Context: an optimization exercise on an open-source flow, tuned for small area. The choices shown serve that exercise and are no tape-out recipe.
In this exercise RTL edits were held to simulation tests only and were not proved equivalent to the original.
Power and IR drop assume default switching activity.

Setup of v52:
==> flow/design.v <==
module fir_mac_serial (
  input  logic               clk,
  input  logic               reset,
  input  logic               in_valid_i,
  output logic               in_ready_o,
  input  logic signed [15:0] in_data_i,
  input  logic               coef_we_i,
  input  logic [3:0]         coef_addr_i,
  input  logic signed [15:0] coef_data_i,
  output logic               coef_err_o,
  output logic               out_valid_o,
  output logic signed [15:0] out_data_o,
  output logic               busy_o
);
  localparam logic [2:0] S_INIT = 3'd0, S_IDLE = 3'd1, S_PEND = 3'd2,
                         S_COMP = 3'd3, S_OUTV = 3'd4;
  logic [2:0]   st;
  logic [7:0]   t;
  logic         cerr;
  logic [255:0] hq;
  logic [15:0]  xq [0:15];
  logic [20:0]  r;
  logic k15, thd, the, thf, t255;
  assign k15  = (t[3:0] == 4'hf);
  assign thd  = (t[7:4] == 4'hd);
  assign the  = (t[7:4] == 4'he);
  assign thf  = (t[7:4] == 4'hf);
  assign t255 = k15 && thf;
  logic init, idle, pend, hold, splice, wait_s, mac, comp, neg, outv;
  assign init   = (st == S_INIT);
  assign idle   = (st == S_IDLE);
  assign pend   = (st == S_PEND);
  assign hold   = pend && !the && !thf;
  assign splice = pend && the;
  assign wait_s = pend && thf;
  assign mac    = (st == S_COMP);
  assign comp   = mac && !thf;
  assign neg    = mac && thf;
  assign outv   = (st == S_OUTV);
  logic wr_ph, wr, acc;
  assign wr_ph      = thd && (t[3:0] == coef_addr_i);
  assign in_ready_o = idle && !the && !thf && (!coef_we_i || wr_ph);
  assign busy_o     = !in_ready_o;
  assign wr         = coef_we_i && in_ready_o;
  assign acc        = in_valid_i && in_ready_o;
  logic shift;
  logic [15:0] xo;
  logic [20:0] rm, add, sum;
  assign shift = comp && k15;
  assign rm    = (mac || hold) ? r : idle ? {{5{in_data_i[15]}}, in_data_i} : 21'd0;
  assign xo    = ((mac && hq[0]) || splice) ? (xq[0] ^ {16{neg}}) :
                 {1'b0, wait_s, 14'd0};
  assign add   = {{5{xo[15]}}, xo};
  logic [16:0] cy;
  assign cy[0] = neg && hq[0];
  for (genvar b = 0; b < 16; b++) begin : g_add
    assign sum[b]  = rm[b] ^ add[b] ^ cy[b];
    assign cy[b+1] = (rm[b] & add[b]) | (rm[b] & cy[b]) | (add[b] & cy[b]);
  end
  assign sum[20:16] = rm[20:16] + add[20:16] + {4'd0, cy[16]};
  always_ff @(posedge clk) begin
    for (int q = 0; q < 255; q++) hq[q] <= hq[q+1];
    for (int m = 0; m < 15; m++) if (wr) hq[16*m+15] <= coef_data_i[(m+14)%16];
    hq[255] <= wr ? coef_data_i[13] : init ? (t == 8'd0) : hq[0];
    for (int s = 0; s < 15; s++) xq[s] <= xq[s+1];
    xq[15] <= (init || splice) ? r[15:0] : xq[0];
    r <= shift ? {sum[20], sum[20:1]} : sum;
  end
  always_ff @(posedge clk or posedge reset) begin
    if (reset) begin
      st   <= S_INIT;
      t    <= 8'd0;
      cerr <= 1'b0;
    end else begin
      t    <= t + 8'd1;
      cerr <= coef_we_i && !in_ready_o;
      case (st)
        S_INIT: if (t255) st <= S_IDLE;
        S_IDLE: if (acc) st <= S_PEND;
        S_PEND: if (t255) st <= S_COMP;
        S_COMP: if (t255) st <= S_OUTV;
        default: st <= S_IDLE;
      endcase
    end
  end
  logic ovf;
  assign ovf         = !((&r[20:15]) || !(|r[20:15]));
  assign out_data_o  = ovf ? {r[20], {15{!r[20]}}} : r[15:0];
  assign out_valid_o = outv;
  assign coef_err_o  = cerr;
endmodule
module fir_q15 (
  input  logic               clk,
  input  logic               reset,
  input  logic               in_valid_i,
  output logic               in_ready_o,
  input  logic signed [15:0] in_data_i,
  input  logic               coef_we_i,
  input  logic [3:0]         coef_addr_i,
  input  logic signed [15:0] coef_data_i,
  output logic               coef_err_o,
  output logic               out_valid_o,
  output logic signed [15:0] out_data_o,
  output logic               busy_o
);
  fir_mac_serial u_fir (
    .clk(clk), .reset(reset),
    .in_valid_i(in_valid_i), .in_ready_o(in_ready_o), .in_data_i(in_data_i),
    .coef_we_i(coef_we_i), .coef_addr_i(coef_addr_i), .coef_data_i(coef_data_i),
    .coef_err_o(coef_err_o),
    .out_valid_o(out_valid_o), .out_data_o(out_data_o), .busy_o(busy_o)
  );
endmodule
clock: 10.0 ns
lec_check: 0
cap_margin: 20
core_margin: 2
core_utilization: 60
slew_margin: 20
standard.sh (not shown) runs the stock make flow with config.mk's settings and CLKGATE_MAP_FILE= SYNTH_SCRIPT=/design/flow/synth_recipe.tcl, a recipe that flattens the netlist after the stock synthesis.
==> flow/flow/run.sh <==
#!/bin/bash
# The standard layout, with the port buffers made from the smallest buffer cell
# and the clock tree built from fewer, larger sink clusters.
set -euo pipefail
export BUFFER_PORTS_ARGS="-buffer_cell sky130_fd_sc_hd__buf_1"
export CTS_ARGS="-sink_clustering_enable -repair_clock_nets -sink_clustering_size 20 -sink_clustering_max_diameter 60 -buf_list sky130_fd_sc_hd__clkbuf_8 -dont_use_dummy_load"
bash standard.sh > standard.log 2>&1
v52 reached the final stage; the timing, design-rule and antenna checks on its layout passed.
### v52 -> v54
# v52
export LEC_CHECK = 0
export CAP_MARGIN = 20
export CORE_MARGIN = 2
export CORE_UTILIZATION = 60
export SLEW_MARGIN = 20
create_clock -name core_clock -period 10.0 [get_ports {clk}]
# v54
export LEC_CHECK = 0
export CAP_MARGIN = 20
export CORE_MARGIN = 2
export CORE_UTILIZATION = 60
export CTS_BUF_LIST = sky130_fd_sc_hd__clkbuf_8
export CTS_CLUSTER_DIAMETER = 60
export CTS_CLUSTER_SIZE = 20
export SLEW_MARGIN = 20
create_clock -name core_clock -period 10.0 [get_ports {clk}]
==> flow/run.sh (new file) <==
#!/bin/bash
# synth_recipe.tcl (not shown) runs the flow's synth.tcl, then flattens the netlist and writes it again
# the make line also repeats each setting of config.mk as NAME=value (left out here)
make -C /OpenROAD-flow-scripts/flow DESIGN_CONFIG=/design/flow/config.mk WORK_HOME=/design/flow/orfs CLKGATE_MAP_FILE= SYNTH_SCRIPT=/design/flow/synth_recipe.tcl finish
removed: flow/flow/run.sh
removed: flow/standard.sh
--- outcome ---
The final layouts of v54 and v52 pass the timing, design-rule and antenna checks.
Summary: with v52 as the reference, number of global-route vias before repair in v54 moved up by a few percent.
Between v54 and v52, the maximum fanout count along the critical path does not differ in any meaningful way.
v54 gives more routed length on met3 than v52 did.
The lower final worst-path cycle share came out of v52.
Summary: worst setup slack, v54 worse than v52
Here is what was changed in the inputs of v31 compared with v54.
# v54
export LEC_CHECK = 0
export CAP_MARGIN = 20
export CORE_MARGIN = 2
export CORE_UTILIZATION = 60
export CTS_BUF_LIST = sky130_fd_sc_hd__clkbuf_8
export CTS_CLUSTER_DIAMETER = 60
export CTS_CLUSTER_SIZE = 20
export SLEW_MARGIN = 20
create_clock -name core_clock -period 10.0 [get_ports {clk}]
# v31
export LEC_CHECK = 0
export CAP_MARGIN = 20
export CORE_MARGIN = 2
export CORE_UTILIZATION = 60
export SLEW_MARGIN = 20
create_clock -name core_clock -period 10.0 [get_ports {clk}]
==> flow/flow/run.sh (new file) <==
#!/bin/bash
# The standard layout, with the port buffers made from the smallest buffer cell
# and the clock tree built from fewer, larger sink clusters.
set -euo pipefail
export BUFFER_PORTS_ARGS="-buffer_cell sky130_fd_sc_hd__buf_1"
export REMOVE_ABC_BUFFERS=1
export CTS_ARGS="-sink_clustering_enable -repair_clock_nets -sink_clustering_size 20 -sink_clustering_max_diameter 60 -buf_list sky130_fd_sc_hd__clkbuf_8 -dont_use_dummy_load"
bash standard.sh > standard.log 2>&1
==> flow/standard.sh (new file) <==
#!/bin/bash
# synth_recipe.tcl (not shown) runs the flow's synth.tcl, then flattens the netlist and writes it again
# the make line also repeats each setting of config.mk as NAME=value (left out here)
make -C /OpenROAD-flow-scripts/flow DESIGN_CONFIG=/design/flow/config.mk WORK_HOME=/design/flow/orfs CLKGATE_MAP_FILE= SYNTH_SCRIPT=/design/flow/synth_recipe.tcl "${@:-finish}"
removed: flow/run.sh
--- outcome ---
- Cmp v54 and v31 / worst slack after detailed placement / lower: v54
- Between v31 and v54, the synthesized area per cell does not differ in any meaningful way.
- v54 has a higher clock period minus worst slack than v31.
- ~same share of power burned in the clock network in v54 and v31
Modified inputs, v33 compared to v31
# v31
export LEC_CHECK = 0
export CAP_MARGIN = 20
export CORE_MARGIN = 2
export CORE_UTILIZATION = 60
export SLEW_MARGIN = 20
create_clock -name core_clock -period 10.0 [get_ports {clk}]
# v33
export LEC_CHECK = 0
export CAP_MARGIN = 20
export CORE_MARGIN = 2
export CORE_UTILIZATION = 75
export SLEW_MARGIN = 20
create_clock -name core_clock -period 10.0 [get_ports {clk}]
-- flow/flow/run.sh --
<<< v31, line 6
export REMOVE_ABC_BUFFERS=1
>>> v33, line 6
--- outcome ---
Final critical path time including I/O delays and setup (higher): v33
v33 ended up with a lower clock share of power than v31 did.
Summary of the comparison: full die area is lower in v33, relative to v31.
Net total in the final layout (v33 over v31): decrease, 5
Compared v33 against v31; sequential power within noise.
## Diff of input files: v7 against v33
# v33
export LEC_CHECK = 0
export CAP_MARGIN = 20
export CORE_MARGIN = 2
export CORE_UTILIZATION = 75
export SLEW_MARGIN = 20
create_clock -name core_clock -period 10.0 [get_ports {clk}]
# v7
export LEC_CHECK = 0
export CAP_MARGIN = 20
export CORE_MARGIN = 2
export CORE_UTILIZATION = 60
export SLEW_MARGIN = 20
create_clock -name core_clock -period 10.0 [get_ports {clk}]
-- flow/flow/run.sh --
<<< v33, line 6
>>> v7, line 6
export RECOVER_POWER=100
[v7] flow finished | final checks: failed | reasons: max-capacitance violations, max-slew violations
Compared with v33, in v7 power attributed to sequential cells closely matched the old numbers; register-to-register slack now sits lower; final area held steady; initial standard-cell utilization of the core now sits lower.

fir_q15, a different RTL version from the one above (not shown whole).
For scale: about 550 flip-flops, roughly 60 I/O pins.
export LEC_CHECK = 0
export CAP_MARGIN = 20
export CORE_MARGIN = 2
export CORE_UTILIZATION = 60
export SLEW_MARGIN = 20
create_clock -name core_clock -period 10.0 [get_ports {clk}]
==> flow/flow/run.sh <==
#!/bin/bash
# The standard layout, with the port buffers made from the smallest buffer cell
# and the clock tree built from fewer, larger sink clusters.
set -euo pipefail
export BUFFER_PORTS_ARGS="-buffer_cell sky130_fd_sc_hd__buf_1"
export CTS_ARGS="-sink_clustering_enable -repair_clock_nets -sink_clustering_size 20 -sink_clustering_max_diameter 50 -buf_list sky130_fd_sc_hd__clkbuf_8 -dont_use_dummy_load"
bash standard.sh > standard.log 2>&1
Change:
==> flow/flow/run.sh (replaced) <==
#!/bin/bash
# The standard layout, with the port buffers made from the smallest buffer cell
# and the clock tree built from fewer, larger sink clusters.
set -euo pipefail
export BUFFER_PORTS_ARGS="-buffer_cell sky130_fd_sc_hd__buf_1"
export CTS_ARGS="-sink_clustering_enable -repair_clock_nets -sink_clustering_size 32 -sink_clustering_max_diameter 45 -buf_list sky130_fd_sc_hd__clkbuf_16 -dont_use_dummy_load"
bash standard.sh > standard.log 2>&1
=>
- clock skew falls by 0.010 ns
- routed wire length rises by about 0.7%
- fmax barely changes
- sequential power stays flat
- hold slack is worse by 0.014 ns
- cell area rises by 2.9%
- utilization rises by 1.9 points
- first-iteration DRC count rises by 12%
- die area stays the same
- setup slack is worse by 0.016 ns
- via count rises by 0.43%
Change:
==> flow/flow/run.sh (replaced) <==
#!/bin/bash
# The standard layout, with the port buffers made from the smallest buffer cell.
set -euo pipefail
export BUFFER_PORTS_ARGS="-buffer_cell sky130_fd_sc_hd__buf_1"
bash standard.sh > standard.log 2>&1
Settings changed: CORE_UTILIZATION 60 to 70, CTS_BUF_LIST from default to sky130_fd_sc_hd__clkbuf_16, CTS_CLUSTER_DIAMETER from default to 50, CTS_CLUSTER_SIZE from default to 30.
What happened: Setup slack degrades by 0.068 ns; worst hold slack improves by 0.029 ns; design area went up by 2.1%; power went up by 7.9%; final cell count went up by 0.64%; global-route usage went up by 5.2 points; wire length went up by 14%; core utilization went up by 13 points; sequential share of layout area went down by 1.6 points; flip-flop and latch count is unchanged; die area went down by 14%.
Change:
==> flow/run.sh (new file) <==
#!/bin/bash
# synth_recipe.tcl (not shown) runs the flow's synth.tcl, then flattens the netlist and writes it again
# the make line also repeats each setting of config.mk as NAME=value (left out here)
make -C /OpenROAD-flow-scripts/flow DESIGN_CONFIG=/design/flow/config.mk WORK_HOME=/design/flow/orfs CLKGATE_MAP_FILE= SYNTH_SCRIPT=/design/flow/synth_recipe.tcl finish
Settings changed: CORE_UTILIZATION 70 to 60, CTS_BUF_LIST sky130_fd_sc_hd__clkbuf_16 to sky130_fd_sc_hd__clkbuf_8, CTS_CLUSTER_DIAMETER 50 to 100, CTS_CLUSTER_SIZE 30 to 16.
removed: flow/flow/run.sh
removed: flow/standard.sh
Result: The changed run ran to the end with no violations. Worst setup slack degrades by 0.015 ns. Core utilization goes down by 13 points. Sequential cell count is unchanged. Cell area goes down by 1.6%. Die area goes up by 16%. Area after synthesis stays the same. Non-clock buffer count goes up by 1. Worst hold slack barely changes. Cell count goes up by about 0.5%.
Change:
==> flow/flow/run.sh (new file) <==
#!/bin/bash
# The standard layout, with the port buffers made from the smallest buffer cell.
set -euo pipefail
export BUFFER_PORTS_ARGS="-buffer_cell sky130_fd_sc_hd__buf_1"
bash standard.sh > standard.log 2>&1
==> flow/standard.sh (new file) <==
#!/bin/bash
# synth_recipe.tcl (not shown) runs the flow's synth.tcl, then flattens the netlist and writes it again
# the make line also repeats each setting of config.mk as NAME=value (left out here)
make -C /OpenROAD-flow-scripts/flow DESIGN_CONFIG=/design/flow/config.mk WORK_HOME=/design/flow/orfs CLKGATE_MAP_FILE= SYNTH_SCRIPT=/design/flow/synth_recipe.tcl "${@:-finish}"
Settings changed: CTS_BUF_LIST sky130_fd_sc_hd__clkbuf_8 to sky130_fd_sc_hd__clkbuf_4, CTS_CLUSTER_DIAMETER 100 to 40, CTS_CLUSTER_SIZE 16 to 8.
removed: flow/run.sh
Outcome:
- power is higher by a few percent
- global-route usage climbs by 0.54 points
- register-to-register slack gets worse by 0.26 ns
- setup slack improves by 0.15 ns
- die area is unchanged
- final area shrinks slightly
- clock-buffer cell count grows by 46
- hold slack is worse by 0.0089 ns
- sequential share of layout area came out higher by 1.1 points
- synthesized cell count is unchanged
- core utilization goes down by 1.0 points

separate check: timing with driven ports:
The results above use ideal ports. As a check the final layouts listed here were re-extracted and re-timed, cells and wires unchanged.
Step 1 assumes that a clkbuf_16 drives the clock port and a buf_2 every other input.
Step 2, shift: input delay + t, output delay - t, t = (earliest + latest rising clock arrival at the registers) / 2. This alone moves slack from input paths to output paths.
Three values: no drivers, after step 1, after step 2; two values: the first two.
run	shift t [ns]	setup WS [ns]	hold WS [ns]	worst setup path after step 2
v52	0.625	0.568 / 0.582 / -0.042	0.311 / 0.311 / 0.311	input to register
v54	0.638	0.361 / 0.374 / -0.264	0.318 / 0.318 / 0.318	input to register
v31	0.547	0.641 / 0.657 / 0.110	0.316 / 0.316 / 0.316	input to register
v33	0.619	0.603 / 0.610 / -0.009	0.302 / 0.302 / 0.302	input to register
v7	0.624	0.562 / 0.577 / -0.047	0.311 / 0.311 / 0.311	input to register
the first run of note 2	0.565	0.336 / 0.352 / -0.213	0.302 / 0.302 / 0.302	input to register
the second run of note 2	0.544	0.320 / 0.340 / -0.205	0.288 / 0.288 / 0.288	input to register
the third run of note 2	0.557	0.252 / 0.277 / -0.280	0.317 / 0.317 / 0.317	input to register
the fourth run of note 2	0.607	0.237 / 0.258 / -0.349	0.318 / 0.318 / 0.318	input to register
the fifth run of note 2	0.707	0.386 / 0.401 / -0.306	0.309 / 0.309 / 0.309	input to register
For the fifth run of note 2, which loses most, drivers alone change the setup slack by +0.015 ns; drivers and shift together by -0.692 ns.
